From an optimization exercise on the open Yosys and OpenROAD flow, aimed at small area, a short achievable clock period and few clock cycles per item; shortcuts taken in it are not production practice.
At most, simulation tests tie the RTL to the original design; equivalence was not proved.
No functional check of the RTL was part of runs 1 to 3 and 5.
Power is estimated from default activity; no workload was simulated.

## flow/design.v (module list and top-level ports; edited modules follow where they fit)
// module polygon_convexity_check: 161 lines
// module pcc_booth_enc: 20 lines
// module pcc_cross: 2631 lines
// module pcc_sub: 108 lines
module polygon_convexity_check #(
  parameter int COORD_WIDTH = 16
) (
  input  logic                          clk,
  input  logic                          rst,
  input  logic                          vertex_valid,
  output logic                          vertex_ready,
  input  logic signed [COORD_WIDTH-1:0] vertex_x,
  input  logic signed [COORD_WIDTH-1:0] vertex_y,
  input  logic                          last_vertex,
  output logic                          result_valid,
  input  logic                          result_ready,
  output logic                          is_convex,
  output logic                          too_few
);
  // ...
==> flow/flow/run.sh <==
#!/bin/bash
# Layout flow: the standard flow (standard.sh) unchanged except for one step in
# synthesis. Before Yosys's fine-grained synthesis runs ABC, the adder trees of the RTL
# (plain XOR / majority gates) are mapped to full- and half-adder cells, so ABC cannot
# restructure them first; extracting them afterwards leaves inverters between the adder
# cells. Everything else, including the registers, is the standard synthesis.
set -euo pipefail
HERE=$(pwd)
FL=$HERE/flow

# synthesis script: ORFS's synth.tcl with the early adder extraction inserted
python3 - "$FLOW_HOME/scripts/synth.tcl" "$HERE/synth_fa.tcl" <<'PYEOF'
import sys
src = open(sys.argv[1]).read()
anchor = """if {
  [env_var_exists_and_non_empty SYNTH_WRAPPED_OPERATORS] ||
  [env_var_exists_and_non_empty SWAP_ARITH_OPERATORS]
} {
  source $::env(SCRIPTS_DIR)/synth_wrap_operators.tcl
} else {"""
early = """# early full-adder extraction (this flow's only change to synthesis)
opt -fast -full
memory_map
opt -full
techmap -map +/techmap.v -map $::env(FLOW_HOME)/platforms/common/lcu_kogge_stone.v
opt -fast
extract_fa {*}[dont_use_extract_fa_args]
techmap -map $::env(ADDER_MAP_FILE)
opt -fast

"""
assert src.count(anchor) == 1, "synth.tcl anchor not found"
open(sys.argv[2], "w").write(src.replace(anchor, early + anchor))
PYEOF
# The standard flow's synthesis wrapper, sourcing the script above instead of synth.tcl
sed "s|\$::env(SCRIPTS_DIR)/synth.tcl|$HERE/synth_fa.tcl|" synth_recipe.tcl > synth_recipe_fa.tcl
grep -q "synth_fa.tcl" synth_recipe_fa.tcl
# standard.sh with that synthesis wrapper, for the synth target only
sed "s|SYNTH_SCRIPT=[^ ]*|SYNTH_SCRIPT=$HERE/synth_recipe_fa.tcl|" standard.sh > standard_fa.sh
grep -q "synth_recipe_fa.tcl" standard_fa.sh

bash standard_fa.sh synth > synth.log 2>&1
bash standard.sh finish > finish.log 2>&1
==> flow/standard.sh <==
#!/bin/bash
# synth_recipe.tcl (not shown) runs the flow's synth.tcl, then flattens the netlist and writes it again
# the make line also repeats each setting of config.mk as NAME=value (left out here)
make -C /OpenROAD-flow-scripts/flow DESIGN_CONFIG=/design/flow/config.mk WORK_HOME=/design/flow/orfs CLKGATE_MAP_FILE= SYNTH_SCRIPT=/design/flow/synth_recipe.tcl "${@:-finish}"
==> flow/config.mk <==
export PLATFORM = sky130hd
export DESIGN_NAME = polygon_convexity_check
export DESIGN_NICKNAME = polygon_convexity_check
export VERILOG_FILES = /design/flow/design.v
export SDC_FILE = /design/flow/constraint.sdc
export NUM_CORES = 4
export LEC_CHECK = 0
export ABC_AREA = 1
export CAP_MARGIN = 20
export CORE_MARGIN = 2
export CORE_UTILIZATION = 40
export PLACE_DENSITY = 0.6
export SETUP_SLACK_MARGIN = 4.6
export SLEW_MARGIN = 20
==> flow/constraint.sdc <==
create_clock -name core_clock -period 7.5 [get_ports {clk}]
set_input_delay 1.5000 -clock core_clock [delete_from_list [all_inputs] [get_ports {clk}]]
set_output_delay 1.5000 -clock core_clock [all_outputs]
set_load 0.01 [all_outputs]
==> run_results.csv, run 1 <==
group,metric,value,unit
power,vdd.ir_drop.worst,0.000190,V
global_route,grt_pass1_vias,19400,
synth,synth_nets,2917,
finish,multiInputGateArea,15500,um^2
cts,h-tree-depth,2,
synth,ys_seq_area_frac,0.403,
floorplanning,initial_core_util,0.406,
global_route,grt_use_met3,0.0431,
min_path,hold_class,"flip-flop to flip-flop",
sta,setup_violations,0,
synth,synth_top_area_share,0.215,
power,finalPower,0.00597,W
finish,n_sequential_cell,454,
synth,ys_seq_elements,454,
synth,synth_fa_ha_area_frac,0.271,
cts,hold_buffers,0,
finish,largest_reg_flops,52,
run_status,status,"no timing/DRC/antenna violations",
worst_setup_path,critical_path_arrival,3.41,ns
worst_setup_path,critical-path-slowest-cell,"fa_2",
finish,multi_input_area_share,0.466,
placed_design,numPortBuffers,40,
power,p_switching,0.00146,W
sta,clock.fmax,324,MHz
finish,final_area,33100,um^2
placed_design,placed_cells,3266,
floorplanning,tapCellCount,873,
route,drt-wirelength-per-cell,21.5,um
synth,yosysWarnings,4,
cts,cts_tree,"built",
route,drc,0,
worst_setup_path,crit_chain,"buf_6, mux2i_1, ha_1, inv_1, o211ai_1, nand2_1, nand2_4, inv_2, buf_4, fa_2, xnor2_4, nand2_1, o21ai_1",
worst_setup_path,cp-startpoint,"vertex_x[2]",
finish,clkCellAreaFrac,0.0494,
==> module pcc_sub, before the edit <==
module pcc_sub (
  input  logic [16:0] a, b,
  output logic [16:0] d
);
  logic [16:0] g, p;
  assign g = a & ~b;
  assign p = a ^ ~b;
  logic G1, P1;
  logic G2, P2;
  logic G3, P3;
  logic G4, P4;
  logic G5, P5;
  logic G6, P6;
  logic G7, P7;
  logic G8, P8;
  logic G9, P9;
  logic G10, P10;
  logic G11, P11;
  logic G12, P12;
  logic G13, P13;
  logic G14, P14;
  logic G15, P15;
  logic G16, P16;
  logic G17, P17;
  logic G18, P18;
  logic G19, P19;
  logic G20, P20;
  logic G21, P21;
  logic G22, P22;
  logic G23, P23;
  logic G24, P24;
  logic G25, P25;
  logic G26, P26;
  logic G27, P27;
  assign G1 = g[0] | (p[0] & 1'b1);
  assign P1 = p[0] & 1'b0;
  assign G2 = g[2] | (p[2] & g[1]);
  assign P2 = p[2] & p[1];
  assign G3 = g[4] | (p[4] & g[3]);
  assign P3 = p[4] & p[3];
  assign G4 = g[6] | (p[6] & g[5]);
  assign P4 = p[6] & p[5];
  assign G5 = g[8] | (p[8] & g[7]);
  assign P5 = p[8] & p[7];
  assign G6 = g[10] | (p[10] & g[9]);
  assign P6 = p[10] & p[9];
  assign G7 = g[12] | (p[12] & g[11]);
  assign P7 = p[12] & p[11];
  assign G8 = g[14] | (p[14] & g[13]);
  assign P8 = p[14] & p[13];
  assign G9 = G2 | (P2 & G1);
  assign P9 = P2 & P1;
  assign G10 = G4 | (P4 & G3);
  assign P10 = P4 & P3;
  assign G11 = G6 | (P6 & G5);
  assign P11 = P6 & P5;
  assign G12 = G8 | (P8 & G7);
  assign P12 = P8 & P7;
  assign G13 = G10 | (P10 & G9);
  assign P13 = P10 & P9;
  assign G14 = G12 | (P12 & G11);
  assign P14 = P12 & P11;
  assign G15 = G14 | (P14 & G13);
  assign P15 = P14 & P13;
  assign G16 = G11 | (P11 & G13);
  assign P16 = P11 & P13;
  assign G17 = G3 | (P3 & G9);
  assign P17 = P3 & P9;
  assign G18 = G5 | (P5 & G13);
  assign P18 = P5 & P13;
  assign G19 = G7 | (P7 & G16);
  assign P19 = P7 & P16;
  assign G20 = g[1] | (p[1] & G1);
  assign P20 = p[1] & P1;
  assign G21 = g[3] | (p[3] & G9);
  assign P21 = p[3] & P9;
  assign G22 = g[5] | (p[5] & G17);
  assign P22 = p[5] & P17;
  assign G23 = g[7] | (p[7] & G13);
  assign P23 = p[7] & P13;
  assign G24 = g[9] | (p[9] & G18);
  assign P24 = p[9] & P18;
  assign G25 = g[11] | (p[11] & G16);
  assign P25 = p[11] & P16;
  assign G26 = g[13] | (p[13] & G19);
  assign P26 = p[13] & P19;
  assign G27 = g[15] | (p[15] & G15);
  assign P27 = p[15] & P15;
  logic [16:0] c;
  assign c[0] = 1'b1;
  assign c[1] = G1;
  assign c[2] = G20;
  assign c[3] = G9;
  assign c[4] = G21;
  assign c[5] = G17;
  assign c[6] = G22;
  assign c[7] = G13;
  assign c[8] = G23;
  assign c[9] = G18;
  assign c[10] = G24;
  assign c[11] = G16;
  assign c[12] = G25;
  assign c[13] = G19;
  assign c[14] = G26;
  assign c[15] = G15;
  assign c[16] = G27;
  assign d = p ^ c;
endmodule
==> inputs of run 2 (changes only) <==
--- a/flow/design.v
+++ b/flow/design.v
@@ -2814,19 +2814,113 @@
   assign s[30] = rg1_30_0;
   assign c[30] = rg1_30_1;
   assign s[31] = rg1_31_0;
   assign c[31] = rg1_31_1;
   assign s[32] = rg1_32_0;
   assign c[32] = rg1_32_1;
   assign s[33] = rg1_33_0;
   assign c[33] = rg1_33_1;
-  logic [33:0] lo;
-  assign lo  = {1'b0, s[32:0]} + {1'b0, c[32:0]};
-  assign pos = !(s[33] ^ c[33] ^ lo[33]);
+  logic cg0, ct0;
+  assign cg0 = (s[1] & c[1]) | ((s[1] | c[1]) & (s[0] & c[0]));
+  assign ct0 = (s[1] | c[1]) & (s[0] | c[0]);
+  logic cg1, ct1;
+  assign cg1 = (s[3] & c[3]) | ((s[3] | c[3]) & (s[2] & c[2]));
+  assign ct1 = (s[3] | c[3]) & (s[2] | c[2]);
+  logic cg2, ct2;
+  assign cg2 = (s[5] & c[5]) | ((s[5] | c[5]) & (s[4] & c[4]));
+  assign ct2 = (s[5] | c[5]) & (s[4] | c[4]);
+  logic cg3, ct3;
+  assign cg3 = (s[7] & c[7]) | ((s[7] | c[7]) & (s[6] & c[6]));
+  assign ct3 = (s[7] | c[7]) & (s[6] | c[6]);
+  logic cg4, ct4;
+  assign cg4 = (s[9] & c[9]) | ((s[9] | c[9]) & (s[8] & c[8]));
+  assign ct4 = (s[9] | c[9]) & (s[8] | c[8]);
+  logic cg5, ct5;
+  assign cg5 = (s[11] & c[11]) | ((s[11] | c[11]) & (s[10] & c[10]));
+  assign ct5 = (s[11] | c[11]) & (s[10] | c[10]);
+  logic cg6, ct6;
+  assign cg6 = (s[13] & c[13]) | ((s[13] | c[13]) & (s[12] & c[12]));
+  assign ct6 = (s[13] | c[13]) & (s[12] | c[12]);
+  logic cg7, ct7;
+  assign cg7 = (s[15] & c[15]) | ((s[15] | c[15]) & (s[14] & c[14]));
+  assign ct7 = (s[15] | c[15]) & (s[14] | c[14]);
+  logic cg8, ct8;
+  assign cg8 = (s[17] & c[17]) | ((s[17] | c[17]) & (s[16] & c[16]));
+  assign ct8 = (s[17] | c[17]) & (s[16] | c[16]);
+  logic cg9, ct9;
+  assign cg9 = (s[19] & c[19]) | ((s[19] | c[19]) & (s[18] & c[18]));
+  assign ct9 = (s[19] | c[19]) & (s[18] | c[18]);
+  logic cg10, ct10;
+  assign cg10 = (s[21] & c[21]) | ((s[21] | c[21]) & (s[20] & c[20]));
+  assign ct10 = (s[21] | c[21]) & (s[20] | c[20]);
+  logic cg11, ct11;
+  assign cg11 = (s[23] & c[23]) | ((s[23] | c[23]) & (s[22] & c[22]));
+  assign ct11 = (s[23] | c[23]) & (s[22] | c[22]);
+  logic cg12, ct12;
+  assign cg12 = (s[25] & c[25]) | ((s[25] | c[25]) & (s[24] & c[24]));
+  assign ct12 = (s[25] | c[25]) & (s[24] | c[24]);
+  logic cg13, ct13;
+  assign cg13 = (s[27] & c[27]) | ((s[27] | c[27]) & (s[26] & c[26]));
+  assign ct13 = (s[27] | c[27]) & (s[26] | c[26]);
+  logic cg14, ct14;
+  assign cg14 = (s[29] & c[29]) | ((s[29] | c[29]) & (s[28] & c[28]));
+  assign ct14 = (s[29] | c[29]) & (s[28] | c[28]);
+  logic cg15, ct15;
+  assign cg15 = (s[31] & c[31]) | ((s[31] | c[31]) & (s[30] & c[30]));
+  assign ct15 = (s[31] | c[31]) & (s[30] | c[30]);
+  logic cg16, ct16;
+  assign cg16 = cg1 | (ct1 & cg0);
+  assign ct16 = ct1 & ct0;
+  logic cg17, ct17;
+  assign cg17 = cg3 | (ct3 & cg2);
+  assign ct17 = ct3 & ct2;
+  logic cg18, ct18;
+  assign cg18 = cg5 | (ct5 & cg4);
+  assign ct18 = ct5 & ct4;
+  logic cg19, ct19;
+  assign cg19 = cg7 | (ct7 & cg6);
+  assign ct19 = ct7 & ct6;
+  logic cg20, ct20;
+  assign cg20 = cg9 | (ct9 & cg8);
+  assign ct20 = ct9 & ct8;
+  logic cg21, ct21;
+  assign cg21 = cg11 | (ct11 & cg10);
+  assign ct21 = ct11 & ct10;
+  logic cg22, ct22;
+  assign cg22 = cg13 | (ct13 & cg12);
+  assign ct22 = ct13 & ct12;
+  logic cg23, ct23;
+  assign cg23 = cg15 | (ct15 & cg14);
+  assign ct23 = ct15 & ct14;
+  logic cg24, ct24;
+  assign cg24 = cg17 | (ct17 & cg16);
+  assign ct24 = ct17 & ct16;
+  logic cg25, ct25;
+  assign cg25 = cg19 | (ct19 & cg18);
+  assign ct25 = ct19 & ct18;
+  logic cg26, ct26;
+  assign cg26 = cg21 | (ct21 & cg20);
+  assign ct26 = ct21 & ct20;
+  logic cg27, ct27;
+  assign cg27 = cg23 | (ct23 & cg22);
+  assign ct27 = ct23 & ct22;
+  logic cg28, ct28;
+  assign cg28 = cg25 | (ct25 & cg24);
+  assign ct28 = ct25 & ct24;
+  logic cg29, ct29;
+  assign cg29 = cg27 | (ct27 & cg26);
+  assign ct29 = ct27 & ct26;
+  logic cg30, ct30;
+  assign cg30 = cg29 | (ct29 & cg28);
+  assign ct30 = ct29 & ct28;
+  logic cg31, ct31;
+  assign cg31 = (s[32] & c[32]) | ((s[32] | c[32]) & cg30);
+  assign ct31 = (s[32] | c[32]) & ct30;
+  assign pos = !(s[33] ^ c[33] ^ cg31);
 endmodule
 module pcc_sub (
   input  logic [16:0] a, b,
   output logic [16:0] d
 );
   logic [16:0] g, p;
   assign g = a & ~b;
   assign p = a ^ ~b;
@@ -2852,82 +2946,100 @@
   logic G20, P20;
   logic G21, P21;
   logic G22, P22;
   logic G23, P23;
   logic G24, P24;
   logic G25, P25;
   logic G26, P26;
   logic G27, P27;
+  logic G28, P28;
+  logic G29, P29;
+  logic G30, P30;
+  logic G31, P31;
+  logic G32, P32;
+  logic G33, P33;
   assign G1 = g[0] | (p[0] & 1'b1);
   assign P1 = p[0] & 1'b0;
   assign G2 = g[2] | (p[2] & g[1]);
   assign P2 = p[2] & p[1];
   assign G3 = g[4] | (p[4] & g[3]);
   assign P3 = p[4] & p[3];
   assign G4 = g[6] | (p[6] & g[5]);
   assign P4 = p[6] & p[5];
   assign G5 = g[8] | (p[8] & g[7]);
   assign P5 = p[8] & p[7];
   assign G6 = g[10] | (p[10] & g[9]);
   assign P6 = p[10] & p[9];
   assign G7 = g[12] | (p[12] & g[11]);
   assign P7 = p[12] & p[11];
   assign G8 = g[14] | (p[14] & g[13]);
   assign P8 = p[14] & p[13];
-  assign G9 = G2 | (P2 & G1);
-  assign P9 = P2 & P1;
-  assign G10 = G4 | (P4 & G3);
-  assign P10 = P4 & P3;
-  assign G11 = G6 | (P6 & G5);
-  assign P11 = P6 & P5;
-  assign G12 = G8 | (P8 & G7);
-  assign P12 = P8 & P7;
-  assign G13 = G10 | (P10 & G9);
-  assign P13 = P10 & P9;
-  assign G14 = G12 | (P12 & G11);
-  assign P14 = P12 & P11;
-  assign G15 = G14 | (P14 & G13);
-  assign P15 = P14 & P13;
-  assign G16 = G11 | (P11 & G13);
-  assign P16 = P11 & P13;
-  assign G17 = G3 | (P3 & G9);
-  assign P17 = P3 & P9;
-  assign G18 = G5 | (P5 & G13);
-  assign P18 = P5 & P13;
-  assign G19 = G7 | (P7 & G16);
-  assign P19 = P7 & P16;
-  assign G20 = g[1] | (p[1] & G1);
-  assign P20 = p[1] & P1;
-  assign G21 = g[3] | (p[3] & G9);
-  assign P21 = p[3] & P9;
-  assign G22 = g[5] | (p[5] & G17);
-  assign P22 = p[5] & P17;
-  assign G23 = g[7] | (p[7] & G13);
-  assign P23 = p[7] & P13;
-  assign G24 = g[9] | (p[9] & G18);
-  assign P24 = p[9] & P18;
-  assign G25 = g[11] | (p[11] & G16);
-  assign P25 = p[11] & P16;
-  assign G26 = g[13] | (p[13] & G19);
-  assign P26 = p[13] & P19;
-  assign G27 = g[15] | (p[15] & G15);
-  assign P27 = p[15] & P15;
+  assign G9 = g[1] | (p[1] & G1);
+  assign P9 = p[1] & P1;
+  assign G10 = G2 | (P2 & G1);
+  assign P10 = P2 & P1;
+  assign G11 = g[5] | (p[5] & G3);
+  assign P11 = p[5] & P3;
+  assign G12 = G4 | (P4 & G3);
+  assign P12 = P4 & P3;
+  assign G13 = g[9] | (p[9] & G5);
+  assign P13 = p[9] & P5;
+  assign G14 = G6 | (P6 & G5);
+  assign P14 = P6 & P5;
+  assign G15 = g[13] | (p[13] & G7);
+  assign P15 = p[13] & P7;
+  assign G16 = G8 | (P8 & G7);
+  assign P16 = P8 & P7;
+  assign G17 = g[3] | (p[3] & G10);
+  assign P17 = p[3] & P10;
+  assign G18 = G3 | (P3 & G10);
+  assign P18 = P3 & P10;
+  assign G19 = G11 | (P11 & G10);
+  assign P19 = P11 & P10;
+  assign G20 = G12 | (P12 & G10);
+  assign P20 = P12 & P10;
+  assign G21 = g[11] | (p[11] & G14);
+  assign P21 = p[11] & P14;
+  assign G22 = G7 | (P7 & G14);
+  assign P22 = P7 & P14;
+  assign G23 = G15 | (P15 & G14);
+  assign P23 = P15 & P14;
+  assign G24 = G16 | (P16 & G14);
+  assign P24 = P16 & P14;
+  assign G25 = g[7] | (p[7] & G20);
+  assign P25 = p[7] & P20;
+  assign G26 = G5 | (P5 & G20);
+  assign P26 = P5 & P20;
+  assign G27 = G13 | (P13 & G20);
+  assign P27 = P13 & P20;
+  assign G28 = G14 | (P14 & G20);
+  assign P28 = P14 & P20;
+  assign G29 = G21 | (P21 & G20);
+  assign P29 = P21 & P20;
+  assign G30 = G22 | (P22 & G20);
+  assign P30 = P22 & P20;
+  assign G31 = G23 | (P23 & G20);
+  assign P31 = P23 & P20;
+  assign G32 = G24 | (P24 & G20);
+  assign P32 = P24 & P20;
+  assign G33 = g[15] | (p[15] & G32);
+  assign P33 = p[15] & P32;
   logic [16:0] c;
   assign c[0] = 1'b1;
   assign c[1] = G1;
-  assign c[2] = G20;
-  assign c[3] = G9;
-  assign c[4] = G21;
-  assign c[5] = G17;
-  assign c[6] = G22;
-  assign c[7] = G13;
-  assign c[8] = G23;
-  assign c[9] = G18;
-  assign c[10] = G24;
-  assign c[11] = G16;
-  assign c[12] = G25;
-  assign c[13] = G19;
-  assign c[14] = G26;
-  assign c[15] = G15;
-  assign c[16] = G27;
+  assign c[2] = G9;
+  assign c[3] = G10;
+  assign c[4] = G17;
+  assign c[5] = G18;
+  assign c[6] = G19;
+  assign c[7] = G20;
+  assign c[8] = G25;
+  assign c[9] = G26;
+  assign c[10] = G27;
+  assign c[11] = G28;
+  assign c[12] = G29;
+  assign c[13] = G30;
+  assign c[14] = G31;
+  assign c[15] = G32;
+  assign c[16] = G33;
   assign d = p ^ c;
 endmodule
==> run_results.csv, run 2 <==
group,metric,value,unit
route,first_pass_iters,6,
cts,clk_path_buf_depth,3,
worst_setup_path,crit_fanout,3,
global_route,grt_pass1_vias,20200,
synth,syn_area_per_cell,10.9,um^2
worst_setup_path,cp-startpoint,"vertex_x[2]",
synth,synthCells,2523,
worst_setup_path,cp.required,7.99,ns
sta,holdWs,0.325,ns
worst_setup_path,cpLargestDelayFamily,"buffers and inverters",
worst_setup_path,cp-end-kind,"flip-flop",
run_status,status,"no timing/DRC/antenna violations",
finish,area_delta_synth_final,21.9,%
global_route,grt_pass1_wl,119000,um
sta,fin_crit_sh,0.420,
synth,synth_cell_types,39,
synth,synth_area,27500,um^2
power,power.share.clock,0.368,
sta,worst_pin_slew,0.918,ns
cts,clk_pin_slew_worst_paths,0.06,ns
worst_setup_path,crit_chain,"buf_6, mux2i_1, ha_1, inv_1, o211ai_1, nand3_1, nand2_4, nand3_4, buf_4, buf_6, buf_4, buf_4, buf_4, buf_6, nand3_4, nand3_2, nand2_2",
global_route,grt_max_degree,87,
worst_setup_path,cp-start-kind,"input pin",
floorplanning,coreArea,68300,um^2
finish,drive_gt1_frac,0.212,
sta,hold_viol_final,0,
floorplanning,ios,41,
cts,clkLatencyLatePin,0.62,ns
floorplanning,initial_core_util,0.402,
synth,ys_seq_area_frac,0.402,
route,vias,19700,
synth,yosysWarnings,4,
synth,synth-async-reset-ratio,0,
sta,clock.fmax,317,MHz
cts,cts_root_buf,"clkbuf_16",
job,drv_cap,0,
power,switching_share,0.277,
power,p_seq_frac,0.438,
cts,cts.sinks,454,
finish,nets,3163,
synth,dominantRegCellSynth,"dfxtp_1",
sta,setup_violations,0,
synth,ys_seq_elements,454,
placed_design,numPortBuffers,40,
sta,rsz0062_at_grt,"true",
route,drt_iter0_markers,2189,
route,viasPerCell,5.37,
floorplanning,die_w,266,um
power,p_switching,0.00192,W
placed_design,dp_slack,2.92,ns
route,ant_nets,0,
floorplanning,die_area,70800,um^2
sta,fin_tns_setup,0,ns
finish,regMostFlops,"a_enc",
power,finalPower,0.00691,W
worst_setup_path,crit_type,"input pin to flip-flop",
global_route,grt_usage,0.220,
sta,min_period,3.15,ns
min_path,hold_class,"flip-flop to flip-flop",
synth,yosysTopAreaCell,"edfxtp_1",
finish,multiInputGateArea,15400,um^2
synth,yosysMostFrequentCell,"xor2_1",
route,drt-wirelength-per-cell,21.5,um
worst_setup_path,cpMostUsedCell,"buf_4",
worst_setup_path,reg2reg_slack,4.54,ns
global_route,grt_overflow,0,
finish,fillers,5878,
worst_setup_path,critical-path-slowest-cell,"ha_1",
placed_design,place_area,28600,um^2
sta,fin_ws,4.35,ns
sta,drv_slew,0,
worst_setup_path,worst-r2r-cell-count,8,
route,drc,0,
placed_design,dp_hpwl,51500,um
floorplanning,row_count,96,
synth,synth_common_cells,"xor2_1 (332), nand2_1 (308), fa_1 (282)",
cts,cts_tree,"built",
finish,largest_reg_flops,52,
floorplanning,die-height,266,um
finish,final_area,33500,um^2
synth,synth_enable_flop_cells,196,
placed_design,gp_congestion,0.938,
finish,layout_commonest_cell,"xor2_1",
power,powerDensity,206,nW/um^2
min_path,min_delay_path_depth,0,
power,p_comb_frac,0.194,
power,vdd.ir_drop.worst,0.000189,V
synth,synth_top_area_share,0.214,
route,drt_wl_total,78900,um
synth,synth_nets,2941,
worst_setup_path,reg2reg_from,"a_enc[18]",
synth,synthTopCellsByArea,"edfxtp_1 (21%), fa_1 (21%), dfxtp_1 (19%)",
min_path,hp-start,"yfirst",
worst_setup_path,worst-path-buf-inv,8,
power,cellInternalPower,0.00500,W
global_route,grt_antenna_before_repair,2,
worst_setup_path,critPathMaxStageDelay,0.33,ns
sta,slew_headroom,0.387,
finish,seqCellArea,11100,um^2
cts,h-tree-depth,2,
power,p_leak,14.0,nW
cts,cts_made_buffers,48,
worst_setup_path,critical_path_arrival,3.64,ns
finish,mostFrequentLayoutCells,"xor2_1 (325), nand2_1 (288), fa_1 (272)",
worst_setup_path,path_depth,17,
sta,finClkSkew,0.0239,ns
run 2: cell type report:
cell class,count,area share
timing repair inverter,4,0.000860
inverter,322,0.0448
clock buffer,70,0.0438
sequential,454,0.330
antenna,1,0.0000747
clock inverter,19,0.00777
tap,882,0.0330
timing repair buffer,284,0.0787
multi-input combinational,1631,0.461
run 2: repair_timing:
item                                    4_1_cts  5_1_grt
buffers inserted                            169       62
endpoints found under the setup margin      352      198
gates cloned                                  2        7
pin swaps                                    74       92
resized for setup                           239      136
hold buffers                                  0        0
run 2: power by group through the flow:
stage | Sequential (W) | Clock (W) | Combinational [W]
5_1_grt | 0.00306 | 0.00270 | 0.00157
3_5_place_dp | 0.00309 | 0 | 0.00125
3_3_place_gp | 0.00307 | 0 | 0.00123
4_1_cts | 0.00303 | 0.00261 | 0.00133
2_1_floorplan | 0.00304 | 0 | 0.000868
6_report | 0.00303 | 0.00255 | 0.00134
run 2: worst reg2reg max path: cells and delay by family (launching register included):
| kind | cells | cell delay (ns) |
|---|---|---|
| buf+inv | 3 | 0.52 |
| compound gates | 1 | 0.24 |
| fa+ha+maj | 3 | 1.31 |
| flops | 1 | 0.55 |
| xor+xnor | 1 | 0.20 |
run 2: per-layer routing:
layer / vias to the layer above / wire length [um] / track usage
met5: - / 13 / 0
met4: 2 / 3430 / 0.0911
met3: 235 / 7380 / 0.0532
met2: 1080 / 36000 / 0.343
met1: 9643 / 32100 / 0.293
li1: 8719 / - / -
run 2: cells by family (layout without fill, tap and decap cells):
family / Yosys count / after routing / share of synthesized area
and+or+nand+nor: 483 / 487 / 0.0721
DFF: 454 / 454 / 0.402
adders and majority gates: 381 / 381 / 0.251
xor gates and xnor gates: 342 / 342 / 0.109
AOI/OAI and AO/OA: 398 / 398 / 0.0949
muxes: 23 / 23 / 0.00838
other: 0 / 1 / 0
buffers and inverters: 442 / 699 / 0.0628
run 2: final timing paths:
kind,endpoint
hold reg to reg,wfirst
setup reg to reg,u_cross.rg_27_3
setup / recovery,b_x[14]
hold / removal,wfirst
run 2: per-stage QoR:
stage	util	std cells
global route	0.490	3666
finish	0.490	3667
floorplan	-	2523
global placement	0.419	3337
CTS	0.473	3597
detailed placement	0.419	3337
==> module polygon_convexity_check, before the edit <==
module polygon_convexity_check #(
  parameter int COORD_WIDTH = 16
) (
  input  logic                          clk,
  input  logic                          rst,
  input  logic                          vertex_valid,
  output logic                          vertex_ready,
  input  logic signed [COORD_WIDTH-1:0] vertex_x,
  input  logic signed [COORD_WIDTH-1:0] vertex_y,
  input  logic                          last_vertex,
  output logic                          result_valid,
  input  logic                          result_ready,
  output logic                          is_convex,
  output logic                          too_few
);
  localparam int DW     = COORD_WIDTH + 1;
  localparam int QDEPTH = 5;
  logic [COORD_WIDTH-1:0] prev_x, prev_y;      
  logic [COORD_WIDTH-1:0] first_x, first_y;    
  logic [DW-1:0]          e0_x, e0_y;          
  logic [1:0]             seen;                
  logic                   close1, close2;      
  logic                   few1, few2;          
  logic [53:0]   a_enc;         
  logic [53:0]   a_enc_next;
  logic [DW-1:0] a_src_x, a_src_y;
  logic [DW-1:0] b_x, b_y;
  logic          xv, xfirst, xend, xfew;
  logic          yv, yfirst, yend, yfew;
  logic          wv, wfirst, wend, wfew;
  logic          zv, zfirst, zend, zfew, zpos;
  logic          pos;
  logic          seen_pos, seen_neg;
  logic [QDEPTH-1:0] qv, qc, qf;
  logic [2:0] outstanding;
  logic              ready_q;
  logic          fire, pop, load, push, push_c, push_f;
  logic [DW-1:0] sub_x, sub_y, e_x, e_y;
  assign vertex_ready = ready_q;
  assign fire         = vertex_valid && ready_q && !rst;
  assign pop          = qv[0] && result_ready;
  assign sub_x = close1 ? {first_x[COORD_WIDTH-1], first_x} : {vertex_x[COORD_WIDTH-1], vertex_x};
  assign sub_y = close1 ? {first_y[COORD_WIDTH-1], first_y} : {vertex_y[COORD_WIDTH-1], vertex_y};
  pcc_sub u_sub_x (.a({prev_x[COORD_WIDTH-1], prev_x}), .b(sub_x), .d(e_x));
  pcc_sub u_sub_y (.a({prev_y[COORD_WIDTH-1], prev_y}), .b(sub_y), .d(e_y));
  assign a_src_x = (fire && seen == 2'd2) ? e0_x : b_x;
  assign a_src_y = (fire && seen == 2'd2) ? e0_y : b_y;
  pcc_booth_enc u_enc (
    .x   (a_src_x),
    .y   (a_src_y),
    .enc (a_enc_next)
  );
  assign load = (fire && seen[1]) || close1 || close2;
  always_ff @(posedge clk) begin
    if (rst) begin
      seen   <= 2'd0;
      close1 <= 1'b0;
      close2 <= 1'b0;
      few1   <= 1'b0;
      few2   <= 1'b0;
    end else begin
      if (fire) begin
        if (last_vertex)     seen <= 2'd0;
        else if (seen != 3)  seen <= seen + 2'd1;
      end
      close1 <= fire && last_vertex && seen[1];
      close2 <= close1;
      few1   <= fire && last_vertex && !seen[1];
      few2   <= few1;
    end
    if (fire) begin
      prev_x <= vertex_x;
      prev_y <= vertex_y;
    end
    if (fire && seen == 2'd0) begin
      first_x <= vertex_x;
      first_y <= vertex_y;
    end
    if (fire && seen == 2'd1) begin
      e0_x <= e_x;
      e0_y <= e_y;
    end
    if (load) begin
      a_enc <= a_enc_next;
      b_x <= close2 ? e0_x : e_x;
      b_y <= close2 ? e0_y : e_y;
    end
  end
  always_ff @(posedge clk) begin
    if (rst) begin
      xv <= 1'b0; xfew <= 1'b0;
      yv <= 1'b0; yfew <= 1'b0;
      wv <= 1'b0; wfew <= 1'b0;
      zv <= 1'b0; zfew <= 1'b0;
    end else begin
      xv <= load;  xfew <= few2;
      yv <= xv;    yfew <= xfew;
      wv <= yv;    wfew <= yfew;
      zv <= wv;    zfew <= wfew;
    end
    xfirst <= fire && seen == 2'd2;
    xend   <= close2;
    yfirst <= xfirst;
    yend   <= xend;
    wfirst <= yfirst;
    wend   <= yend;
    zfirst <= wfirst;
    zend   <= wend;
    zpos   <= pos;
  end
  pcc_cross u_cross (
    .clk (clk),
    .aenc(a_enc),
    .bx  (b_x),
    .by  (b_y),
    .pos (pos)
  );
  logic sp_next, sn_next;
  assign sp_next = (seen_pos && !zfirst) || zpos;
  assign sn_next = (seen_neg && !zfirst) || !zpos;
  always_ff @(posedge clk) begin
    if (zv) begin
      seen_pos <= sp_next;
      seen_neg <= sn_next;
    end
  end
  assign push   = (zv && zend) || zfew;
  assign push_c = !zfew && !(sp_next && sn_next);
  assign push_f = zfew;
  logic [QDEPTH-1:0] q_wr, q_shv, q_shc, q_shf;
  logic [2:0] outstanding_next;
  always_comb begin
    for (int i = 0; i < QDEPTH; i++) begin
      q_shv[i] = pop ? ((i + 1 < QDEPTH) ? qv[i+1] : 1'b0) : qv[i];
      q_shc[i] = pop ? ((i + 1 < QDEPTH) ? qc[i+1] : 1'b0) : qc[i];
      q_shf[i] = pop ? ((i + 1 < QDEPTH) ? qf[i+1] : 1'b0) : qf[i];
    end
    for (int i = 0; i < QDEPTH; i++) begin
      q_wr[i] = push && !q_shv[i] && ((i == 0) || q_shv[i-1]);
    end
    outstanding_next = outstanding + (fire && last_vertex) - pop;
  end
  always_ff @(posedge clk) begin
    if (rst) begin
      qv          <= '0;
      outstanding <= '0;
      ready_q     <= 1'b1;
    end else begin
      qv          <= q_shv | q_wr;
      outstanding <= outstanding_next;
      ready_q     <= outstanding_next < QDEPTH;
    end
    for (int i = 0; i < QDEPTH; i++) begin
      qc[i] <= q_wr[i] ? push_c : q_shc[i];
      qf[i] <= q_wr[i] ? push_f : q_shf[i];
    end
  end
  assign result_valid = qv[0];
  assign is_convex    = qc[0];
  assign too_few      = qf[0];
endmodule
==> inputs of run 3 (changes only) <==
--- a/flow/design.v
+++ b/flow/design.v
@@ -54,8 +54,8 @@
   assign pop          = qv[0] && result_ready;
   assign sub_x = close1 ? {first_x[COORD_WIDTH-1], first_x} : {vertex_x[COORD_WIDTH-1], vertex_x};
   assign sub_y = close1 ? {first_y[COORD_WIDTH-1], first_y} : {vertex_y[COORD_WIDTH-1], vertex_y};
-  pcc_sub u_sub_x (.a({prev_x[COORD_WIDTH-1], prev_x}), .b(sub_x), .d(e_x));
-  pcc_sub u_sub_y (.a({prev_y[COORD_WIDTH-1], prev_y}), .b(sub_y), .d(e_y));
+  assign e_x   = {prev_x[COORD_WIDTH-1], prev_x} - sub_x;
+  assign e_y   = {prev_y[COORD_WIDTH-1], prev_y} - sub_y;
   assign a_src_x = (fire && seen == 2'd2) ? e0_x : b_x;
   assign a_src_y = (fire && seen == 2'd2) ? e0_y : b_y;
   pcc_booth_enc u_enc (
@@ -2917,129 +2917,3 @@
   assign ct31 = (s[32] | c[32]) & ct30;
   assign pos = !(s[33] ^ c[33] ^ cg31);
 endmodule
-module pcc_sub (
-  input  logic [16:0] a, b,
-  output logic [16:0] d
-);
-  logic [16:0] g, p;
-  assign g = a & ~b;
-  assign p = a ^ ~b;
-  logic G1, P1;
-  logic G2, P2;
-  logic G3, P3;
-  logic G4, P4;
-  logic G5, P5;
-  logic G6, P6;
-  logic G7, P7;
-  logic G8, P8;
-  logic G9, P9;
-  logic G10, P10;
-  logic G11, P11;
-  logic G12, P12;
-  logic G13, P13;
-  logic G14, P14;
-  logic G15, P15;
-  logic G16, P16;
-  logic G17, P17;
-  logic G18, P18;
-  logic G19, P19;
-  logic G20, P20;
-  logic G21, P21;
-  logic G22, P22;
-  logic G23, P23;
-  logic G24, P24;
-  logic G25, P25;
-  logic G26, P26;
-  logic G27, P27;
-  logic G28, P28;
-  logic G29, P29;
-  logic G30, P30;
-  logic G31, P31;
-  logic G32, P32;
-  logic G33, P33;
-  assign G1 = g[0] | (p[0] & 1'b1);
-  assign P1 = p[0] & 1'b0;
-  assign G2 = g[2] | (p[2] & g[1]);
-  assign P2 = p[2] & p[1];
-  assign G3 = g[4] | (p[4] & g[3]);
-  assign P3 = p[4] & p[3];
-  assign G4 = g[6] | (p[6] & g[5]);
-  assign P4 = p[6] & p[5];
-  assign G5 = g[8] | (p[8] & g[7]);
-  assign P5 = p[8] & p[7];
-  assign G6 = g[10] | (p[10] & g[9]);
-  assign P6 = p[10] & p[9];
-  assign G7 = g[12] | (p[12] & g[11]);
-  assign P7 = p[12] & p[11];
-  assign G8 = g[14] | (p[14] & g[13]);
-  assign P8 = p[14] & p[13];
-  assign G9 = g[1] | (p[1] & G1);
-  assign P9 = p[1] & P1;
-  assign G10 = G2 | (P2 & G1);
-  assign P10 = P2 & P1;
-  assign G11 = g[5] | (p[5] & G3);
-  assign P11 = p[5] & P3;
-  assign G12 = G4 | (P4 & G3);
-  assign P12 = P4 & P3;
-  assign G13 = g[9] | (p[9] & G5);
-  assign P13 = p[9] & P5;
-  assign G14 = G6 | (P6 & G5);
-  assign P14 = P6 & P5;
-  assign G15 = g[13] | (p[13] & G7);
-  assign P15 = p[13] & P7;
-  assign G16 = G8 | (P8 & G7);
-  assign P16 = P8 & P7;
-  assign G17 = g[3] | (p[3] & G10);
-  assign P17 = p[3] & P10;
-  assign G18 = G3 | (P3 & G10);
-  assign P18 = P3 & P10;
-  assign G19 = G11 | (P11 & G10);
-  assign P19 = P11 & P10;
-  assign G20 = G12 | (P12 & G10);
-  assign P20 = P12 & P10;
-  assign G21 = g[11] | (p[11] & G14);
-  assign P21 = p[11] & P14;
-  assign G22 = G7 | (P7 & G14);
-  assign P22 = P7 & P14;
-  assign G23 = G15 | (P15 & G14);
-  assign P23 = P15 & P14;
-  assign G24 = G16 | (P16 & G14);
-  assign P24 = P16 & P14;
-  assign G25 = g[7] | (p[7] & G20);
-  assign P25 = p[7] & P20;
-  assign G26 = G5 | (P5 & G20);
-  assign P26 = P5 & P20;
-  assign G27 = G13 | (P13 & G20);
-  assign P27 = P13 & P20;
-  assign G28 = G14 | (P14 & G20);
-  assign P28 = P14 & P20;
-  assign G29 = G21 | (P21 & G20);
-  assign P29 = P21 & P20;
-  assign G30 = G22 | (P22 & G20);
-  assign P30 = P22 & P20;
-  assign G31 = G23 | (P23 & G20);
-  assign P31 = P23 & P20;
-  assign G32 = G24 | (P24 & G20);
-  assign P32 = P24 & P20;
-  assign G33 = g[15] | (p[15] & G32);
-  assign P33 = p[15] & P32;
-  logic [16:0] c;
-  assign c[0] = 1'b1;
-  assign c[1] = G1;
-  assign c[2] = G9;
-  assign c[3] = G10;
-  assign c[4] = G17;
-  assign c[5] = G18;
-  assign c[6] = G19;
-  assign c[7] = G20;
-  assign c[8] = G25;
-  assign c[9] = G26;
-  assign c[10] = G27;
-  assign c[11] = G28;
-  assign c[12] = G29;
-  assign c[13] = G30;
-  assign c[14] = G31;
-  assign c[15] = G32;
-  assign c[16] = G33;
-  assign d = p ^ c;
-endmodule
--- a/flow/config.mk
+++ b/flow/config.mk
@@ -9,6 +9,8 @@
 export CAP_MARGIN = 20
 export CORE_MARGIN = 2
 export CORE_UTILIZATION = 40
+export CTS_CLUSTER_DIAMETER = 80
+export CTS_CLUSTER_SIZE = 30
 export PLACE_DENSITY = 0.6
 export SETUP_SLACK_MARGIN = 4.6
 export SLEW_MARGIN = 20
==> run_results.csv, run 3 <==
group,metric,value,unit
synth,synth_fa_ha_area_frac,0.244,
worst_setup_path,critPathMaxStageDelay,0.67,ns
synth,synthTopCellsByArea,"edfxtp_1 (21%), fa_1 (20%), dfxtp_1 (19%)",
cts,hold_buffers,0,
route,drt-wirelength-per-cell,20.6,um
worst_setup_path,cpLargestDelayFamily,"adder cells",
global_route,grt_pass1_wl,117000,um
route,drt_iter0_markers,1681,
power,vdd.ir_drop.worst,0.000231,V
global_route,grt_overflow,0,
synth,synth_enable_flop_cells,196,
route,drc,0,
sta,worst_pin_slew,1.02,ns
synth,yosysTopAreaCell,"edfxtp_1",
sta,drv_slew,0,
cts,cts_root_buf,"clkbuf_16",
finish,fin_util,0.480,
floorplanning,ios,41,
synth,synth.area.mux_share,0.0104,
sta,clock.fmax,343,MHz
min_path,hold_class,"flip-flop to flip-flop",
worst_setup_path,crit_fanout,17,
power,p_leak,13.6,nW
worst_setup_path,cp.required,7.99,ns
synth,synth_nets,2996,
global_route,grt_pass1_vias,19900,
route,viasPerCell,5.24,
sta,rsz0062_at_grt,"true",
cts,cts_tree,"built",
synth,ys_seq_area_frac,0.397,
synth,synth_cell_types,40,
power,powerDensity,190,nW/um^2
finish,diodes,0,
worst_setup_path,crit_type,"flip-flop to flip-flop",
route,first_pass_iters,7,
placed_design,numPortBuffers,40,
worst_setup_path,critical-path-slowest-cell,"fa_1",
cts,clkLatencyLatePin,0.61,ns
worst_setup_path,worst-path-buf-inv,1,
floorplanning,die_area,71700,um^2
synth,synth_compound_area_frac,0.0989,
cts,cts_made_buffers,26,
global_route,grt_antenna_before_repair,0,
synth,synth-simple-area-share,0.0776,
global_route,grt_usage,0.212,
worst_setup_path,cpMostUsedCell,"fa_1",
sta,slew_headroom,0.321,
cts,clk_pin_slew_worst_paths,0.10,ns
cts,h-tree-depth,1,
synth,synth_top_area_share,0.212,
synth,syn_area_per_cell,10.8,um^2
run_status,status,"no timing/DRC/antenna violations",
finish,nets,3165,
finish,regMostFlops,"a_enc",
worst_setup_path,cp-start-kind,"flip-flop",
finish,layout_commonest_cell,"xor2_1",
worst_setup_path,crit_chain,"clkinv_4, o22ai_1, xor2_1, fa_1, fa_1, fa_1",
finish,largest_reg_flops,52,
finish,mostFrequentLayoutCells,"xor2_1 (335), nand2_1 (297), fa_1 (271)",
placed_design,dp_hpwl,53600,um
finish,area_delta_synth_final,18.5,%
floorplanning,die_w,268,um
worst_setup_path,cp-end-kind,"flip-flop",
sta,min_period,2.92,ns
floorplanning,row_count,96,
synth,synth-async-reset-ratio,0,
route,vias,19400,
job,drv_cap,0,
cts,clk_path_buf_depth,3,
synth,synth_area,27800,um^2
sta,setup_violations,0,
synth,synth_common_cells,"xor2_1 (341), nand2_1 (338), fa_1 (276)",
sta,fin_crit_sh,0.389,
cts,cts.sinks,454,
synth,synthCells,2582,
route,ant_nets,0,
synth,ys_seq_elements,454,
sta,finClkSkew,0.0342,ns
synth,dominantRegCellSynth,"dfxtp_1",
finish,drive_gt1_frac,0.205,
synth,synth_xor_area_frac,0.110,
worst_setup_path,critical_path_arrival,3.41,ns
global_route,grt_max_degree,87,
synth,yosysWarnings,4,
sta,hold_viol_final,0,
finish,fillers,6290,
floorplanning,coreArea,68700,um^2
route,drt_wl_total,76200,um
synth,yosysMostFrequentCell,"xor2_1",
synth,synth_top_family_by_area,"adder cells",
floorplanning,initial_core_util,0.405,
sta,fin_tns_setup,0,ns
floorplanning,die-height,268,um
placed_design,gp_congestion,0.977,
==> run 3: routing by layer <==
metal | track usage | vias to the layer above | share of wire
met1 | 0.283 | 9536 | 0.42
li1 | - | 8822 | -
met3 | 0.0397 | 191 | 0.076
met4 | 0.0852 | 0 | 0.041
met2 | 0.341 | 857 | 0.46
met5 | 0 | - | 0
==> run 3: worst paths after layout <==
path         slack (ns)    from              end  depth (start not counted)
max                4.58  b_y[1]  u_cross.rg_16_3                          6
min                0.34    xend             yend                          0
max reg2reg        4.58  b_y[1]  u_cross.rg_16_3                          6
min reg2reg        0.34    xend             yend                          0
==> run 3: per-stage QoR <==
step	hold slack, ns	std cells	area [um^2]	setup slack (ns)	total power [W]
2_1_floorplan	0.310	2582	28300	4.35	0.00412
3_3_place_gp	0.312	3450	29400	3.07	0.00456
3_5_place_dp	0.312	3450	29400	3.01	0.00460
4_1_cts	0.338	3614	31700	4.42	0.00634
5_1_grt	0.342	3702	33000	4.52	0.00671
6_report	0.336	3702	33000	4.58	0.00626
==> run 3: timing repair <==
item / CTS / global route
buffers inserted: 113 / 85
resized for setup: 140 / 141
endpoints found under the setup margin: 348 / 119
cloned: 3 / 3
pin swaps: 37 / 92
hold endpoints to repair: 0 / 0
==> run 3: report_power, final <==
part / switching [W] / leakage [nW] / internal, W / total (W)
clock network: 0.000957 / 0.457 / 0.000718 / 0.00168
logic: 0.000854 / 9.21 / 0.000664 / 0.00152
registers: 0.000149 / 3.95 / 0.00292 / 0.00307
==> run 3: final cells by class <==
cell class,count,area (um^2),share of cell area
clock buffer,27,654,0.0199
multi-input combinational,1705,16000,0.484
timing repair inverter,1,7.51,0.000228
sequential,454,11100,0.335
tap,931,1160,0.0354
clock inverter,21,290,0.00881
inverter,307,1450,0.0440
timing repair buffer,256,2370,0.0719
==> run 3: kinds of logic (layout without fill, tap and decap cells) <==
kind of cell / Yosys count / after routing
xor+xnor: 350 / 350
compound gates: 418 / 418
buf+inv: 427 / 612
fa+ha+maj: 377 / 377
flops: 454 / 454
simple gates: 527 / 531
mux: 29 / 29
==> run 3: worst register-to-register path, delay by kind of cell, from the launching register on <==
kind | cells | cell delay (ns)
XOR/XNOR | 1 | 0.23
AO/OA/AOI/OAI | 1 | 0.21
adder cells (fa/ha/maj) | 3 | 1.62
flip-flops | 1 | 0.49
buffers and inverters | 1 | 0.24
==> inputs of run 4 (changes only) <==
--- a/flow/design.v
+++ b/flow/design.v
@@ -93,8 +93,8 @@
       e0_x <= e_x;
       e0_y <= e_y;
     end
+    a_enc <= a_enc_next;
     if (load) begin
-      a_enc <= a_enc_next;
       b_x <= close2 ? e0_x : e_x;
       b_y <= close2 ? e0_y : e_y;
     end
==> run_results.csv, run 4 <==
group,metric,value,unit
worst_setup_path,reg2reg_slack,4.60,ns
power,powerDensity,184,nW/um^2
min_path,hold_class,"flip-flop to flip-flop",
floorplanning,initial_core_util,0.404,
sta,worst_pin_slew,0.943,ns
synth,synthCells,2592,
synth,synth_xor_area_frac,0.113,
worst_setup_path,cp-start-kind,"flip-flop",
global_route,grt_pass1_vias,19400,
synth,synth_area,27100,um^2
global_route,grt_overflow,0,
global_route,grt_pass1_wl,113000,um
global_route,grt_use_met2,0.333,
cts,cts_made_buffers,27,
synth,synth_cell_types,37,
synth,synth_fa_ha_area_frac,0.250,
route,ant_nets,0,
global_route,grt_max_degree,66,
sta,finClkSkew,0.0376,ns
synth,dominantRegCellSynth,"dfxtp_1",
cts,cts.sinks,454,
floorplanning,ios,41,
synth,yosysTopAreaCell,"dfxtp_1",
synth,yosysWarnings,4,
route,vias,19000,
worst_setup_path,critical-path-slowest-cell,"fa_1",
route,first_pass_iters,6,
job,drv_cap,0,
global_route,use_met1,0.281,
synth,synth.area.mux_share,0.0107,
placed_design,gp_congestion,0.984,
power,finalPower,0.00575,W
finish,final_area,31200,um^2
finish,area_delta_synth_final,15.0,%
synth,synth-simple-area-share,0.0803,
sta,setup_violations,0,
sta,hold_viol_final,0,
worst_setup_path,cpMostUsedCell,"fa_1",
sta,min_period,2.90,ns
synth,ys_seq_elements,454,
sta,fin_crit_sh,0.387,
placed_design,place_area,28300,um^2
finish,mostFrequentLayoutCells,"xor2_1 (340), nand2_1 (334), dfxtp_1 (297)",
finish,largest_reg_flops,52,
global_route,top_usage_layer,"met2",
route,viasPerCell,5.29,
synth,synthTopCellsByArea,"dfxtp_1 (23%), fa_1 (20%), edfxtp_1 (16%)",
sta,rsz0062_at_grt,"true",
floorplanning,die_w,264,um
route,drc,0,
worst_setup_path,cp.required,7.99,ns
power,vdd.ir_drop.worst,0.000246,V
synth,synth_common_cells,"nand2_1 (353), xor2_1 (342), dfxtp_1 (310)",
floorplanning,die-height,264,um
finish,regMostFlops,"a_enc",
worst_setup_path,crit_type,"flip-flop to flip-flop",
synth,synth_compound_area_frac,0.0945,
cts,clk_pin_slew_worst_paths,0.10,ns
floorplanning,row_count,95,
cts,hold_buffers,0,
floorplanning,coreArea,67200,um^2
sta,slew_headroom,0.370,
synth,synth_enable_flop_cells,144,
synth,synth-async-reset-ratio,0,
sta,drv_slew,0,
floorplanning,die_area,69900,um^2
synth,ys_seq_area_frac,0.389,
finish,layout_commonest_cell,"xor2_1",
route,drt_iter0_markers,1798,
placed_design,dp_hpwl,53000,um
cts,h-tree-depth,1,
worst_setup_path,crit_fanout,8,
sta,clock.fmax,345,MHz
synth,synth_nets,3006,
cts,clkLatencyLatePin,0.61,ns
global_route,grt_usage,0.208,
finish,nets,3110,
synth,yosysMostFrequentCell,"nand2_1",
worst_setup_path,cp-end-kind,"flip-flop",
sta,fin_tns_setup,0,ns
finish,diodes,0,
placed_design,numPortBuffers,40,
cts,clk_path_buf_depth,3,
global_route,grt_use_met3,0.0387,
worst_setup_path,critical_path_arrival,3.39,ns
route,drt_wl_total,74200,um
route,drt-wirelength-per-cell,20.7,um
worst_setup_path,crit_chain,"buf_4, buf_4, o21ai_0, xor2_1, fa_1, inv_1, fa_1, fa_1",
cts,cts_tree,"built",
power,p_leak,13.2,nW
worst_setup_path,critPathMaxStageDelay,0.50,ns
global_route,grt_antenna_before_repair,0,
synth,synth_top_area_share,0.229,
synth,synth_top_family_by_area,"adder cells",
finish,drive_gt1_frac,0.159,
run_status,status,"no timing/DRC/antenna violations",
synth,syn_area_per_cell,10.5,um^2
cts,cts_root_buf,"clkbuf_16",
run 4: final cells by class:
| class | instances | area (um^2) |
|---|---|---|
| clock buffers | 29 | 704 |
| flip-flops and latches | 454 | 10600 |
| multi-input cells | 1706 | 15300 |
| inverters | 312 | 1390 |
| clock inverters | 21 | 298 |
| well taps | 873 | 1090 |
| repair buffers | 192 | 1800 |
| fillers | 6090 | 36000 |
| repair inverters | 3 | 18.8 |
run 4: repair_timing:
action	CTS	global route
resized for setup	137	103
gates cloned	0	5
setup buffers	63	68
setup endpoints to repair	293	101
pin swaps	41	50
run 4: power by group:
group / leakage (nW) / internal (W) / switching [W]
Combinational: 8.84 / 0.000479 / 0.000635
Clock: 0.478 / 0.000759 / 0.000965
Sequential: 3.92 / 0.00279 / 0.000116
Total: 13.2 / 0.00403 / 0.00172
run 4: worst paths after layout:
path / start / endpoint / depth (start not counted)
setup / recovery: b_y[16] / u_cross.rg_21_3 / 8
hold / removal: yend / wend / 0
setup reg to reg: b_y[16] / u_cross.rg_21_3 / 8
hold reg to reg: yend / wend / 0
run 4: kinds of logic after synthesis:
group | count (synthesis)
compound gates | 413
xor+xnor | 350
fa+ha+maj | 377
buf+inv | 432
flops | 454
mux | 29
simple gates | 537
run 4: routing by layer:
metal / wire length, um / vias up
li1: - / 8670
met5: 0 / -
met2: 33900 / 867
met3: 5720 / 185
met1: 31600 / 9253
met4: 2890 / 0
run 4: metrics by stage:
stage               setup slack, ns  cells   util  hold slack [ns]
floorplan                      4.41   2592      -            0.310
global placement               3.20   3404  0.422            0.313
detailed placement             3.11   3404  0.422            0.315
CTS                            4.46   3517  0.449            0.338
global route                   4.55   3590  0.464            0.343
finish                         4.60   3590  0.464            0.336
run 4: worst max-delay path: cells and delay by family (launching register included):
kind | cells | cell delay (ns)
fa+ha+maj | 3 | 1.44
buf+inv | 3 | 0.44
xor+xnor | 1 | 0.42
flops | 1 | 0.37
compound gates | 1 | 0.10
Testbench counts of run 4, summed over its fixed seeds: cycles 59,322, items 59,266.
==> inputs of run 5 (changes only) <==
--- a/flow/design.v
+++ b/flow/design.v
@@ -27,7 +27,7 @@
   output logic                          too_few
 );
   localparam int DW     = COORD_WIDTH + 1;
-  localparam int QDEPTH = 5;
+  localparam int QDEPTH = 4;
   logic [COORD_WIDTH-1:0] prev_x, prev_y;      
   logic [COORD_WIDTH-1:0] first_x, first_y;    
   logic [DW-1:0]          e0_x, e0_y;          
@@ -41,7 +41,6 @@
   logic          xv, xfirst, xend, xfew;
   logic          yv, yfirst, yend, yfew;
   logic          wv, wfirst, wend, wfew;
-  logic          zv, zfirst, zend, zfew, zpos;
   logic          pos;
   logic          seen_pos, seen_neg;
   logic [QDEPTH-1:0] qv, qc, qf;
@@ -104,12 +103,10 @@
       xv <= 1'b0; xfew <= 1'b0;
       yv <= 1'b0; yfew <= 1'b0;
       wv <= 1'b0; wfew <= 1'b0;
-      zv <= 1'b0; zfew <= 1'b0;
     end else begin
       xv <= load;  xfew <= few2;
       yv <= xv;    yfew <= xfew;
       wv <= yv;    wfew <= yfew;
-      zv <= wv;    zfew <= wfew;
     end
     xfirst <= fire && seen == 2'd2;
     xend   <= close2;
@@ -117,9 +114,6 @@
     yend   <= xend;
     wfirst <= yfirst;
     wend   <= yend;
-    zfirst <= wfirst;
-    zend   <= wend;
-    zpos   <= pos;
   end
   pcc_cross u_cross (
     .clk (clk),
@@ -129,17 +123,17 @@
     .pos (pos)
   );
   logic sp_next, sn_next;
-  assign sp_next = (seen_pos && !zfirst) || zpos;
-  assign sn_next = (seen_neg && !zfirst) || !zpos;
+  assign sp_next = (seen_pos && !wfirst) || pos;
+  assign sn_next = (seen_neg && !wfirst) || !pos;
   always_ff @(posedge clk) begin
-    if (zv) begin
+    if (wv) begin
       seen_pos <= sp_next;
       seen_neg <= sn_next;
     end
   end
-  assign push   = (zv && zend) || zfew;
-  assign push_c = !zfew && !(sp_next && sn_next);
-  assign push_f = zfew;
+  assign push   = (wv && wend) || wfew;
+  assign push_c = !wfew && !(sp_next && sn_next);
+  assign push_f = wfew;
   logic [QDEPTH-1:0] q_wr, q_shv, q_shc, q_shf;
   logic [2:0] outstanding_next;
   always_comb begin
==> run_results.csv, run 5 <==
group,metric,value,unit
run_status,status,"no timing/DRC/antenna violations",
cts,clk_path_buf_depth,3,
synth,synth_enable_flop_cells,142,
placed_design,gp_congestion,0.966,
finish,fin_util,0.468,
cts,cts_tree,"built",
route,viasPerCell,5.32,
worst_setup_path,crit_type,"flip-flop to flip-flop",
worst_setup_path,endpoint,"u_cross.rg_19_3",
finish,diodes,0,
sta,hold_viol_final,0,
worst_setup_path,cp-end-kind,"flip-flop",
floorplanning,row_count,94,
synth,synth_nets,2900,
finish,layout_commonest_cell,"xor2_1",
route,drc,0,
synth,syn_area_per_cell,10.7,um^2
global_route,grt_usage,0.205,
sta,holdWs,0.334,ns
route,ant_nets,0,
sta,setup_violations,0,
worst_setup_path,worst-r2r-cell-count,7,
synth,synth_common_cells,"xor2_1 (344), nand2_1 (311), dfxtp_1 (304)",
finish,multiInputGateArea,15300,um^2
floorplanning,die_area,68800,um^2
placed_design,numPortBuffers,40,
power,p_leak,12.9,nW
power,vdd.ir_drop.worst,0.000239,V
sta,fin_tns_setup,0,ns
placed_design,placed_cells,3282,
sta,slew_headroom,0.349,
synth,ys_seq_elements,446,
worst_setup_path,cp-start-kind,"flip-flop",
synth,synthTopCellsByArea,"dfxtp_1 (23%), fa_1 (21%), edfxtp_1 (16%)",
route,drt_wl_total,72800,um
floorplanning,die_w,262,um
floorplanning,die-height,262,um
worst_setup_path,regToRegEndpoint,"u_cross.rg_19_3",
synth,synth_top_area_share,0.228,
placed_design,dp_hpwl,51300,um
worst_setup_path,cp.required,7.99,ns
worst_setup_path,crit_fanout,10,
cts,h-tree-depth,1,
worst_setup_path,reg2reg_slack,4.59,ns
finish,largest_reg_flops,52,
global_route,grt_pass1_vias,18900,
power,powerDensity,186,nW/um^2
min_path,hold_class,"flip-flop to flip-flop",
finish,nets,2988,
synth,yosysWarnings,4,
global_route,grt_overflow,0,
cts,cts_made_buffers,27,
finish,area_delta_synth_final,15.4,%
synth,yosysTopAreaCell,"dfxtp_1",
cts,clk_pin_slew_worst_paths,0.09,ns
cts,cts_root_buf,"clkbuf_16",
finish,final_cells,3459,
finish,mostFrequentLayoutCells,"xor2_1 (336), nand2_1 (296), dfxtp_1 (292)",
synth,yosysMostFrequentCell,"xor2_1",
synth,ys_seq_area_frac,0.388,
sta,rsz0062_at_grt,"true",
finish,seqCellArea,10400,um^2
floorplanning,initial_core_util,0.405,
sta,clock.fmax,343,MHz
cts,clkLatencyLatePin,0.62,ns
finish,fillers,5990,
worst_setup_path,reg2reg_from,"b_x[16]",
global_route,grt_pass1_wl,111000,um
global_route,grt_antenna_before_repair,1,
cts,cts.sinks,446,
route,first_pass_iters,6,
synth,synth_cell_types,51,
route,drt_iter0_markers,1784,
synth,dominantRegCellSynth,"dfxtp_1",
worst_setup_path,critical_path_arrival,3.40,ns
sta,min_period,2.91,ns
route,drt-wirelength-per-cell,21.1,um
floorplanning,ios,41,
worst_setup_path,cp-startpoint,"b_x[16]",
synth,synthCells,2486,
global_route,grt_max_degree,40,
sta,drv_slew,0,
synth,synth-async-reset-ratio,0,
synth,synth_area,26700,um^2
sta,worst_pin_slew,0.974,ns
floorplanning,coreArea,65900,um^2
route,vias,18400,
finish,drive_gt1_frac,0.165,
sta,fin_crit_sh,0.389,
job,drv_cap,0,
finish,regMostFlops,"a_enc",
sta,finClkSkew,0.0320,ns
-- run 5: changes by cell type in the layout (fill, tap and decap cells not counted), moves of 8 or more --
cell and change:
nand2_1 -38, buf_4 -23, inv_1 -17, nand3_1 -14, inv_2 -12, o21ai_4 +10, a21oi_2 -8, and2_1 -8
inv_4 +8
-- run 5: metrics by stage --
step	worst slack [ns]	cell area, um^2	power (W)
after floorplan	4.20	26800	0.00363
after global placement	3.35	27800	0.00396
after detailed placement	3.28	27800	0.00399
after CTS	4.51	29700	0.00580
after global routing	4.51	30800	0.00610
final	4.59	30800	0.00574
-- run 5: cell families after synthesis --
| group | synth area share |
|---|---|
| and+or+nand+nor | 0.0705 |
| DFF | 0.388 |
| AOI/OAI and AO/OA | 0.0987 |
| buffers and inverters | 0.0601 |
| adders and majority gates | 0.254 |
| xor gates and xnor gates | 0.118 |
| muxes | 0.0105 |
-- run 5: worst min-delay path by stage --
stage	from	slack (ns)	cells after the start	to
floorplan	u_cross.rg_2_7	0.31	0	u_cross.rg1_2_0
global placement	yfirst	0.32	0	wfirst
detailed placement	yfirst	0.32	0	wfirst
CTS	yfirst	0.34	0	wfirst
global route	xend	0.35	0	yend
finish	xend	0.33	0	yend
-- run 5: critical path, stage by stage (launching register included) --
cell and delay [ns]:
edfxtp_1 0.48, buf_4 0.26, o21ai_0 0.13, xor2_1 0.21, fa_1 0.57, inv_1 0.09
fa_1 0.60, fa_1 0.43
-- run 5: power by group --
part           switching (W)  internal [W]  leakage (nW)  total [W]
Sequential          0.000116       0.00275          3.86    0.00286
Combinational       0.000633      0.000490          8.52    0.00112
Clock               0.000944      0.000806         0.487    0.00175
-- run 5: final cells by class --
| type | instances | share of cell area |
|---|---|---|
| timing repair buffer | 175 | 0.0566 |
| clock buffer | 29 | 0.0222 |
| tap | 864 | 0.0351 |
| inverter | 286 | 0.0426 |
| sequential | 446 | 0.337 |
| clock inverter | 21 | 0.0110 |
| multi-input combinational | 1638 | 0.496 |
-- run 5: routing by layer --
layer,vias up,wire (um),GRT usage
met4,2,2760,0.0732
met2,852,33700,0.333
met5,-,12,0
li1,8314,-,-
met1,9055,30400,0.278
met3,185,5920,0.0351
-- run 5: what timing repair did --
item,in CTS,in global routing
hold endpoints to repair,0,0
buffers inserted,70,54
gates resized for setup,150,137
pin swaps,55,78
hold buffers,0,0
endpoints found under the setup margin,297,99
gates cloned,2,1

separate check: timing with driven ports:
Ports are ideal in the flow. The routed layouts listed here were re-timed in OpenROAD.
Step 1, drivers: a clkbuf_16 drives clk and a buf_2 each remaining input, both assumed.
Step 2 also shifts input and output timing later by t, the mid clock arrival at the registers, as if the neighbouring blocks saw the same clock.
Three values: ideal ports, drivers, drivers and shift; two values: the first two.
run | shift t [ns] | slack for setup (ns) | slew at the worst register clock pin (ns)
run 1 | 0.660 | 4.410 / 4.431 / 3.771 | 0.07 / 0.07
run 2 | 0.670 | 4.347 / 4.370 / 3.700 | 0.07 / 0.07
run 3 | 0.661 | 4.584 / 4.584 / 3.964 | 0.11 / 0.11
run 4 | 0.661 | 4.598 / 4.598 / 4.040 | 0.11 / 0.11
run 5 | 0.665 | 4.585 / 4.585 / 3.970 | 0.11 / 0.11
After both steps every run listed still meets setup and hold. For run 2, which loses most, drivers alone change the setup slack by +0.023 ns; drivers and shift together by -0.647 ns.
